From an optimization exercise on the open Yosys and OpenROAD flow, aimed at small area, a short achievable clock period and few clock cycles per item; shortcuts taken in it are not production practice.
The RTL was checked by simulation tests, not by an equivalence proof against the original design.

==> design/flow/design.v <==
`timescale 1ns / 1ps
package lp2c_pkg;
    localparam int RW  = 24;    
    localparam int ZW  = 32;    
    localparam int XW  = 44;    
    localparam int PW  = 40;    
    localparam int OW  = 25;    
    localparam int TW  = XW - 16;   
    localparam logic [31:0] GAIN_Q32  = 32'h9B74_EDA8;
    localparam logic [31:0] HALF_TURN = 32'h8000_0000;
    localparam logic signed [TW-1:0] OUT_LIMIT = TW'(16777215);
    typedef enum logic [1:0] {
        REG_START_ANGLE = 2'd0,
        REG_ANGLE_STEP  = 2'd1,
        REG_MIN_RANGE   = 2'd2,
        REG_MAX_RANGE   = 2'd3
    } lp2c_reg_t;
    typedef struct packed {
        logic [ZW-1:0] start_angle;
        logic [ZW-1:0] angle_step;
        logic [RW-1:0] min_range;
        logic [RW-1:0] max_range;
    } lp2c_cfg_t;
    typedef struct packed {
        logic pt_ok;
        logic last;
    } lp2c_tag_t;
    localparam logic [32*32-1:0] ATAN_TAB = {
        32'd0,   
        32'd1,   
        32'd1,   
        32'd3,   
        32'd5,   
        32'd10,   
        32'd20,   
        32'd41,   
        32'd81,   
        32'd163,   
        32'd326,   
        32'd652,   
        32'd1304,   
        32'd2608,   
        32'd5215,   
        32'd10430,   
        32'd20861,   
        32'd41722,   
        32'd83443,   
        32'd166886,   
        32'd333772,   
        32'd667544,   
        32'd1335087,   
        32'd2670163,   
        32'd5340245,   
        32'd10679838,   
        32'd21354465,   
        32'd42667331,   
        32'd85004756,   
        32'd167458907,   
        32'd316933406,   
        32'd536870912    
    };
endpackage
`timescale 1ns / 1ps
import lp2c_pkg::*;
module lp2c_front (
    input  logic                          clk,
    input  logic                          rst_n,
    input  lp2c_pkg::lp2c_cfg_t           cfg,
    input  logic                          in_vld,
    output logic                          in_rdy,
    input  logic [lp2c_pkg::RW-1:0]       in_range,
    input  logic                          in_finite,
    input  logic                          in_last,
    output logic                          out_vld,
    input  logic                          out_rdy,
    output logic signed [lp2c_pkg::XW-1:0] out_x,
    output logic [lp2c_pkg::ZW-1:0]       out_z,
    output lp2c_pkg::lp2c_tag_t           out_tag
);
    logic [ZW-1:0]  beam_angle_reg, beam_angle_next;
    logic           at_start_reg;
    logic [ZW-1:0]  cur_angle;
    logic           range_ok;
    logic [RW+31:0] product;
    logic           a_vld_reg;
    logic [PW-1:0]  a_mag_reg;
    logic [ZW-1:0]  a_ang_reg;
    lp2c_pkg::lp2c_tag_t      a_tag_reg;
    logic           a_rdy;
    logic                 b_vld_reg;
    logic signed [XW-1:0] b_x_reg, b_x_next;
    logic [ZW-1:0]        b_z_reg, b_z_next;
    lp2c_pkg::lp2c_tag_t            b_tag_reg;
    logic                 b_rdy;
    logic                 fold;
    assign cur_angle       = at_start_reg ? cfg.start_angle : beam_angle_reg;
    assign beam_angle_next = cur_angle + cfg.angle_step;
    assign range_ok        = in_finite && (in_range >= cfg.min_range)
                             && (in_range <= cfg.max_range);
    assign product         = {8'd0, in_range} * {{RW{1'b0}}, GAIN_Q32};
    assign b_rdy  = !b_vld_reg || out_rdy;
    assign a_rdy  = !a_vld_reg || b_rdy;
    assign in_rdy = a_rdy;
    assign fold     = (a_ang_reg[31:30] == 2'b01) || (a_ang_reg[31:30] == 2'b10);
    assign b_z_next = fold ? (a_ang_reg + HALF_TURN) : a_ang_reg;
    assign b_x_next = fold ? -$signed({{(XW-PW){1'b0}}, a_mag_reg})
                           :  $signed({{(XW-PW){1'b0}}, a_mag_reg});
    always_ff @(posedge clk or negedge rst_n)
    begin
        if (!rst_n)
        begin
            beam_angle_reg <= '0;
            at_start_reg   <= 1'b1;
            a_vld_reg      <= 1'b0;
            b_vld_reg      <= 1'b0;
        end
        else
        begin
            if (in_vld && a_rdy)
            begin
                beam_angle_reg <= beam_angle_next;
                at_start_reg   <= in_last;
            end
            if (a_rdy)
                a_vld_reg <= in_vld;
            if (b_rdy)
                b_vld_reg <= a_vld_reg;
        end
    end
    always_ff @(posedge clk)
    begin
        if (in_vld && a_rdy)
        begin
            a_mag_reg       <= product[RW+31:16];
            a_ang_reg       <= cur_angle;
            a_tag_reg.pt_ok <= range_ok;
            a_tag_reg.last  <= in_last;
        end
        if (a_vld_reg && b_rdy)
        begin
            b_x_reg   <= b_x_next;
            b_z_reg   <= b_z_next;
            b_tag_reg <= a_tag_reg;
        end
    end
    assign out_vld = b_vld_reg;
    assign out_x   = b_x_reg;
    assign out_z   = b_z_reg;
    assign out_tag = b_tag_reg;
endmodule
`timescale 1ns / 1ps
import lp2c_pkg::*;
module lp2c_cell #(
    parameter int unsigned IDX = 0
) (
    input  logic                           clk,
    input  logic                           rst_n,
    input  logic                           in_vld,
    output logic                           in_rdy,
    input  logic signed [lp2c_pkg::XW-1:0] in_x,
    input  logic signed [lp2c_pkg::XW-1:0] in_y,
    input  logic [lp2c_pkg::ZW-1:0]        in_z,
    input  lp2c_pkg::lp2c_tag_t            in_tag,
    output logic                           out_vld,
    input  logic                           out_rdy,
    output logic signed [lp2c_pkg::XW-1:0] out_x,
    output logic signed [lp2c_pkg::XW-1:0] out_y,
    output logic [lp2c_pkg::ZW-1:0]        out_z,
    output lp2c_pkg::lp2c_tag_t            out_tag
);
    localparam logic [ZW-1:0] ATAN = ATAN_TAB[32*IDX +: 32];
    logic                 vld_reg;
    logic signed [XW-1:0] x_reg, x_next, y_reg, y_next, dx, dy;
    logic [ZW-1:0]        z_reg, z_next;
    lp2c_pkg::lp2c_tag_t            tag_reg;
    assign in_rdy = !vld_reg || out_rdy;
    assign dx     = in_y >>> IDX;
    assign dy     = in_x >>> IDX;
    always_comb
    begin
        if (!in_z[ZW-1])
        begin
            x_next = in_x - dx;
            y_next = in_y + dy;
            z_next = in_z - ATAN;
        end
        else
        begin
            x_next = in_x + dx;
            y_next = in_y - dy;
            z_next = in_z + ATAN;
        end
    end
    always_ff @(posedge clk or negedge rst_n)
    begin
        if (!rst_n)
            vld_reg <= 1'b0;
        else if (in_rdy)
            vld_reg <= in_vld;
    end
    always_ff @(posedge clk)
    begin
        if (in_vld && in_rdy)
        begin
            x_reg   <= x_next;
            y_reg   <= y_next;
            z_reg   <= z_next;
            tag_reg <= in_tag;
        end
    end
    assign out_vld = vld_reg;
    assign out_x   = x_reg;
    assign out_y   = y_reg;
    assign out_z   = z_reg;
    assign out_tag = tag_reg;
endmodule
`timescale 1ns / 1ps
import lp2c_pkg::*;
module lp2c_out (
    input  logic                           clk,
    input  logic                           rst_n,
    input  logic                           in_vld,
    output logic                           in_rdy,
    input  logic signed [lp2c_pkg::XW-1:0] in_x,
    input  logic signed [lp2c_pkg::XW-1:0] in_y,
    input  lp2c_pkg::lp2c_tag_t            in_tag,
    output logic                           out_vld,
    input  logic                           out_rdy,
    output logic signed [lp2c_pkg::OW-1:0] out_x,
    output logic signed [lp2c_pkg::OW-1:0] out_y,
    output lp2c_pkg::lp2c_tag_t            out_tag
);
    logic                 vld_reg;
    logic signed [OW-1:0] x_reg, y_reg, x_next, y_next;
    lp2c_pkg::lp2c_tag_t            tag_reg;
    logic signed [XW-1:0] x_sum, y_sum;
    logic signed [TW-1:0] x_t, y_t;
    logic signed [OW-1:0] x_sat, y_sat;
    assign x_sum = in_x + XW'(32768);
    assign y_sum = in_y + XW'(32768);
    assign x_t   = x_sum[XW-1:16];
    assign y_t   = y_sum[XW-1:16];
    assign x_sat = (x_t > OUT_LIMIT) ? OW'(OUT_LIMIT) : (x_t < -OUT_LIMIT) ? OW'(-OUT_LIMIT) : OW'(x_t);
    assign y_sat = (y_t > OUT_LIMIT) ? OW'(OUT_LIMIT) : (y_t < -OUT_LIMIT) ? OW'(-OUT_LIMIT) : OW'(y_t);
    assign in_rdy = !vld_reg || out_rdy;
    assign x_next = in_tag.pt_ok ? x_sat : '0;
    assign y_next = in_tag.pt_ok ? y_sat : '0;
    always_ff @(posedge clk or negedge rst_n)
    begin
        if (!rst_n)
            vld_reg <= 1'b0;
        else if (in_rdy)
            vld_reg <= in_vld;
    end
    always_ff @(posedge clk)
    begin
        if (in_vld && in_rdy)
        begin
            x_reg   <= x_next;
            y_reg   <= y_next;
            tag_reg <= in_tag;
        end
    end
    assign out_vld = vld_reg;
    assign out_x   = x_reg;
    assign out_y   = y_reg;
    assign out_tag = tag_reg;
endmodule
`timescale 1ns / 1ps
import lp2c_pkg::*;
module lidar_polar_to_cartesian_unit #(
    parameter int CORDIC_STAGES = 20
) (
    input  logic        clk,
    input  logic        rst_n,
    input  logic        cfg_we,
    input  logic [1:0]  cfg_addr,
    input  logic [31:0] cfg_wdata,
    input  logic        s_axis_tvalid,
    output logic        s_axis_tready,
    input  logic [23:0] s_axis_tdata,    
    input  logic        s_axis_tuser,    
    input  logic        s_axis_tlast,    
    output logic        m_axis_tvalid,
    input  logic        m_axis_tready,
    output logic [55:0] m_axis_tdata,    
    output logic        m_axis_tuser,    
    output logic        m_axis_tlast     
);
    localparam int NS = (CORDIC_STAGES > 32) ? 32 : CORDIC_STAGES;
    lp2c_pkg::lp2c_cfg_t cfg_reg;
    always_ff @(posedge clk or negedge rst_n)
    begin
        if (!rst_n)
        begin
            cfg_reg.start_angle <= '0;
            cfg_reg.angle_step  <= '0;
            cfg_reg.min_range   <= '0;
            cfg_reg.max_range   <= '1;
        end
        else if (cfg_we)
        begin
            case (cfg_addr)
                2'd0:            cfg_reg.start_angle <= cfg_wdata;
                2'd1:            cfg_reg.angle_step  <= cfg_wdata;
                2'd2:            cfg_reg.min_range   <= cfg_wdata[RW-1:0];
                2'd3:            cfg_reg.max_range   <= cfg_wdata[RW-1:0];
                default:         cfg_reg             <= cfg_reg;
            endcase
        end
    end
    logic [NS:0]                      c_vld;
    logic [NS:0]                      c_rdy;
    logic [NS:0][XW-1:0]              c_x;
    logic [NS:0][XW-1:0]              c_y;
    logic [NS:0][ZW-1:0]              c_z;
    logic [NS:0][1:0]                 c_tag;   
    logic signed [OW-1:0] pt_x, pt_y;
    lp2c_pkg::lp2c_tag_t            pt_tag;
    lp2c_front u_front (
        .clk       (clk),
        .rst_n     (rst_n),
        .cfg       (cfg_reg),
        .in_vld    (s_axis_tvalid),
        .in_rdy    (s_axis_tready),
        .in_range  (s_axis_tdata[RW-1:0]),
        .in_finite (s_axis_tuser),
        .in_last   (s_axis_tlast),
        .out_vld   (c_vld[0]),
        .out_rdy   (c_rdy[0]),
        .out_x     (c_x[0]),
        .out_z     (c_z[0]),
        .out_tag   (c_tag[0])
    );
    assign c_y[0] = '0;
    for (genvar i = 0; i < NS; i++)
    begin : g_cell
        lp2c_cell #(
            .IDX (i)
        ) u_cell (
            .clk     (clk),
            .rst_n   (rst_n),
            .in_vld  (c_vld[i]),
            .in_rdy  (c_rdy[i]),
            .in_x    (c_x[i]),
            .in_y    (c_y[i]),
            .in_z    (c_z[i]),
            .in_tag  (c_tag[i]),
            .out_vld (c_vld[i+1]),
            .out_rdy (c_rdy[i+1]),
            .out_x   (c_x[i+1]),
            .out_y   (c_y[i+1]),
            .out_z   (c_z[i+1]),
            .out_tag (c_tag[i+1])
        );
    end
    lp2c_out u_out (
        .clk     (clk),
        .rst_n   (rst_n),
        .in_vld  (c_vld[NS] && (c_z[NS] == c_z[NS])),
        .in_rdy  (c_rdy[NS]),
        .in_x    (c_x[NS]),
        .in_y    (c_y[NS]),
        .in_tag  (c_tag[NS]),
        .out_vld (m_axis_tvalid),
        .out_rdy (m_axis_tready),
        .out_x   (pt_x),
        .out_y   (pt_y),
        .out_tag (pt_tag)
    );
    assign m_axis_tdata = {6'd0, pt_y, pt_x};
    assign m_axis_tuser = pt_tag.pt_ok;
    assign m_axis_tlast = pt_tag.last;
endmodule
==> design/flow/run.sh <==
#!/bin/bash
# synth_recipe.tcl (not shown) runs the flow's synth.tcl, then flattens the netlist and writes it again
# the make line also repeats each setting of config.mk as NAME=value (left out here)
make -C /OpenROAD-flow-scripts/flow DESIGN_CONFIG=/design/flow/config.mk WORK_HOME=/design/flow/orfs CLKGATE_MAP_FILE= SYNTH_SCRIPT=/design/flow/synth_recipe.tcl finish
==> design/flow/config.mk <==
export PLATFORM = sky130hd
export DESIGN_NAME = lidar_polar_to_cartesian_unit
export DESIGN_NICKNAME = lidar_polar_to_cartesian_unit
export VERILOG_FILES = /design/flow/design.v
export SDC_FILE = /design/flow/constraint.sdc
export NUM_CORES = 4
export LEC_CHECK = 0
export CAP_MARGIN = 20
export CORE_MARGIN = 2
export CORE_UTILIZATION = 40
export SLEW_MARGIN = 20
==> design/flow/constraint.sdc <==
create_clock -name core_clock -period 10.0 [get_ports {clk}]
set_input_delay 2.0000 -clock core_clock [delete_from_list [all_inputs] [get_ports {clk}]]
set_output_delay 2.0000 -clock core_clock [all_outputs]
set_load 0.01 [all_outputs]
==> results.json <==
{
  "cts.clk_slew.worst_paths_ns": 0.06,
  "cp_data_arrival_time_ns": 9.69,
  "synthFlopType": "edfxtp_1",
  "drt_wl_total_um": 641000,
  "clk_latency_ns": 1.00,
  "final-setup-viol-count": 0,
  "synth_top_area_cell": "edfxtp_1",
  "crit_fanout": 4,
  "status": "complete, no violations",
  "cts-root-buf": "clkbuf_16",
  "slew_violations": 0,
  "worst_slew_pin_slew_ns": 1.10,
  "max_freq_mhz": 112,
  "place_ws_ns": 0.109,
  "post-dp-hpwl_um": 521000,
  "drc": 0,
  "die_x_um": 761,
  "cts_buffers": 320,
  "wl_per_cell_um": 20.1,
  "rsz0062_at_grt": "no",
  "synth_area_leaders": "edfxtp_1 33%, ha_1 14%, xnor2_1 8.3%, a21oi_1 5.6%, xor2_1 4.3%",
  "cp_slowest_cell": "fa_1",
  "worst-setup-path-type": "input pin to register",
  "fin_ws_ns": 1.04,
  "cts_tree": "yes",
  "synth_edf_count": 2546,
  "yosysSeqAreaShare_pct": 35.2,
  "drive_above_1_share_pct": 4.84,
  "startpoint_type": "input pin",
  "grt_max_degree": 102,
  "syn_area_um2": 229000,
  "drt_iter0_drc": 11087,
  "num_rows": 278,
  "grt_pass1_vias": 171742,
  "die_h_um": 761,
  "synth_cells": 23721,
  "grt_pass1_wl_um": 985000,
  "finClkSkew_ns": 0.0817,
  "placed_area_um2": 241000,
  "drt_pass1_iterations": 7,
  "clock-sinks": 2714,
  "cpPeakStageDelay_ns": 0.65,
  "antenna_found_initial": 6,
  "async_flop_share_pct": 6.19,
  "track_usage_pct": 21.3,
  "gp_congestion": 0.921,
  "largest_reg_flops": 865,
  "cap_violations": 0,
  "via_count": 175832,
  "hp-class": "register to register",
  "core_area_um2": 572000,
  "h-tree-depth": 5,
  "synth_top_area_share_pct": 33.3,
  "yosysUniqueCellTypes": 85,
  "num_io_pins": 125,
  "dieArea_um2": 579000,
  "stdcell_area_um2": 252000,
  "slew_headroom_pct": 26.5,
  "ctsHoldBuffers": 0,
  "num-nets-final": 26986,
  "grt_overflow_total": 0,
  "port_buffers": 118,
  "initial_core_util_pct": 40.1,
  "fin_crit_sh_pct": 89.6,
  "syn_area_per_cell_um2": 9.67,
  "syn_to_final_growth_pct": 9.71,
  "cts_resized": 0,
  "crit_path_end_kind": "register",
  "post_cts_buffers": 0,
  "antenna_left": 0,
  "synth_warnings": 23,
  "via_per_inst": 5.51,
  "ys_ff_latch": 2714,
  "hold_viol": 0,
  "cpMostUsedCell": "fa_1",
  "ctsLongestPathBuffers": 4,
  "cp.required_ns": 10.72,
  "period_needed_ns": 8.96
}
==> cell families after synthesis <==
kind of cell | synth area share [%]
and+or+nand+nor | 13.0
other | 0.00164
muxes | 1.32
buffers and inverters | 2.73
DFF | 35.2
xor gates and xnor gates | 12.6
adders and majority gates | 16.7
AOI/OAI and AO/OA | 18.4
==> synthesized netlist by cell type, drive strengths merged, types with 49 or more instances <==
cell    instances
o21ai        1086
xnor2        2163
nor2b         398
a31oi         240
a21boi         70
mux2          220
nor3          600
nor2         2018
mux2i          56
nor3b          55
nor4          184
buf            59
and2          167
or4            74
a21o         1198
nand2b        432
a21oi        2561
or3           139
o31a           49
edfxtp       2546
and3          220
xor2         1130
fa            343
nand4         192
nand3         369
inv          1295
clkbuf        302
nand2        1136
o21a          348
o41ai          77
o211ai         61
o21bai        288
a211oi        192
ha           2514
or2            61
dfrtp         143
o31ai          98
==> path summary, 6_finish.rpt <==
check | startpoint | to | slack [ns] | depth (start not counted)
setup reg to reg | g_cell[14].u_cell.y_reg[18] | g_cell[15].u_cell.x_reg[43] | 3.16 | 22
setup / recovery | s_axis_tdata[6] | u_front.a_mag_reg[38] | 1.04 | 29
max in group asynchronous | rst_n | cfg_reg[76] | 7.38 | 2
hold reg to reg | g_cell[2].u_cell.z_reg[0] | g_cell[3].u_cell.z_reg[0] | 0.40 | 0
hold / removal | g_cell[2].u_cell.z_reg[0] | g_cell[3].u_cell.z_reg[0] | 0.40 | 0
min in group asynchronous | rst_n | cfg_reg[40] | 1.14 | 1
==> worst max-delay path, delay by kind of cell <==
kind | cells | cell delay (ns)
simple gates | 2 | 0.31
xor+xnor | 1 | 0.13
buf+inv | 8 | 1.34
compound gates | 10 | 1.95
fa+ha+maj | 8 | 3.96
==> cells in the final DEF, fill, tap and decap left out, types with 190 or more instances in the layout <==
| cell | Yosys | final |
|---|---|---|
| xor2_1 | 1130 | 1129 |
| a21o_1 | 1198 | 1198 |
| o21bai_1 | 288 | 288 |
| o21ai_0 | 1082 | 1082 |
| a211oi_1 | 192 | 190 |
| nor2b_1 | 398 | 393 |
| xnor2_1 | 2163 | 2162 |
| mux2_2 | 220 | 220 |
| a21oi_1 | 2561 | 2561 |
| buf_4 | 7 | 257 |
| ha_1 | 2514 | 2514 |
| nand4_1 | 192 | 192 |
| edfxtp_1 | 2546 | 2546 |
| o21a_1 | 348 | 347 |
| nand2_1 | 1136 | 1136 |
| a31oi_1 | 240 | 238 |
| and3_1 | 220 | 220 |
| inv_1 | 1295 | 1293 |
| nand3_1 | 369 | 369 |
| clkbuf_16 | 0 | 321 |
| nand2b_1 | 432 | 432 |
| nor3_1 | 600 | 599 |
| fa_1 | 343 | 343 |
| nor2_1 | 2018 | 2018 |
==> stage by stage <==
stage               std cells  utilization (%)  TNS, ns  hold slack [ns]
finish                  31888             44.0        0            0.404
CTS                     31884             43.9        0            0.403
floorplan               23726                -        0            0.400
global placement        31301             42.1  -0.0137            0.401
global route            31886             44.0        0            0.422
detailed placement      31301             42.1        0            0.405
==> routing by layer <==
layer	share of wire (%)	track usage, %	routed length [µm]	up-vias
met5	0.0020	0	13	-
met4	4.7	8.78	30400	2
met3	3.3	1.76	21100	1248
met2	51	39.4	324000	3613
met1	41	25.3	265000	83445
li1	-	-	-	87524
==> cell type report <==
class	instances	area, µm²
well taps	7560	9460
fillers	54731	321000
diodes	3	7.51
clock buffers	372	8300
multi-input cells	19350	143000
repair buffers	377	3160
flip-flops and latches	2714	80700
inverters	1301	4880
clock inverters	211	2490
Testbench counts, summed over its fixed seeds: cycles 8,376, items 8,192.

-- static timing again, ports no longer ideal --
How much do the figures lean on ideal ports? The routed layout below was timed once more, with nothing changed but the port constraints. Step 1: set_driving_cell puts a clkbuf_16 on clk and a buf_2 on each other input, an assumption about the parent block. Step 2, shift: input delay + t, output delay - t, t = (earliest + latest rising clock arrival at the registers) / 2. This alone moves slack from input paths to output paths. a / b / c = ideal / step 1 / step 2; a / b = the first two.
shift t [ns]: 1.091
setup WS [ns]: 1.037 / 1.135 / 0.044
latest minus earliest clock arrival (ns): 0.088 / 0.088
slew at the worst register clock pin (ns): 0.07 / 0.07
After both steps this run still meets setup and hold. For this run, drivers alone change the setup slack by +0.098 ns; drivers and shift together by -0.993 ns.
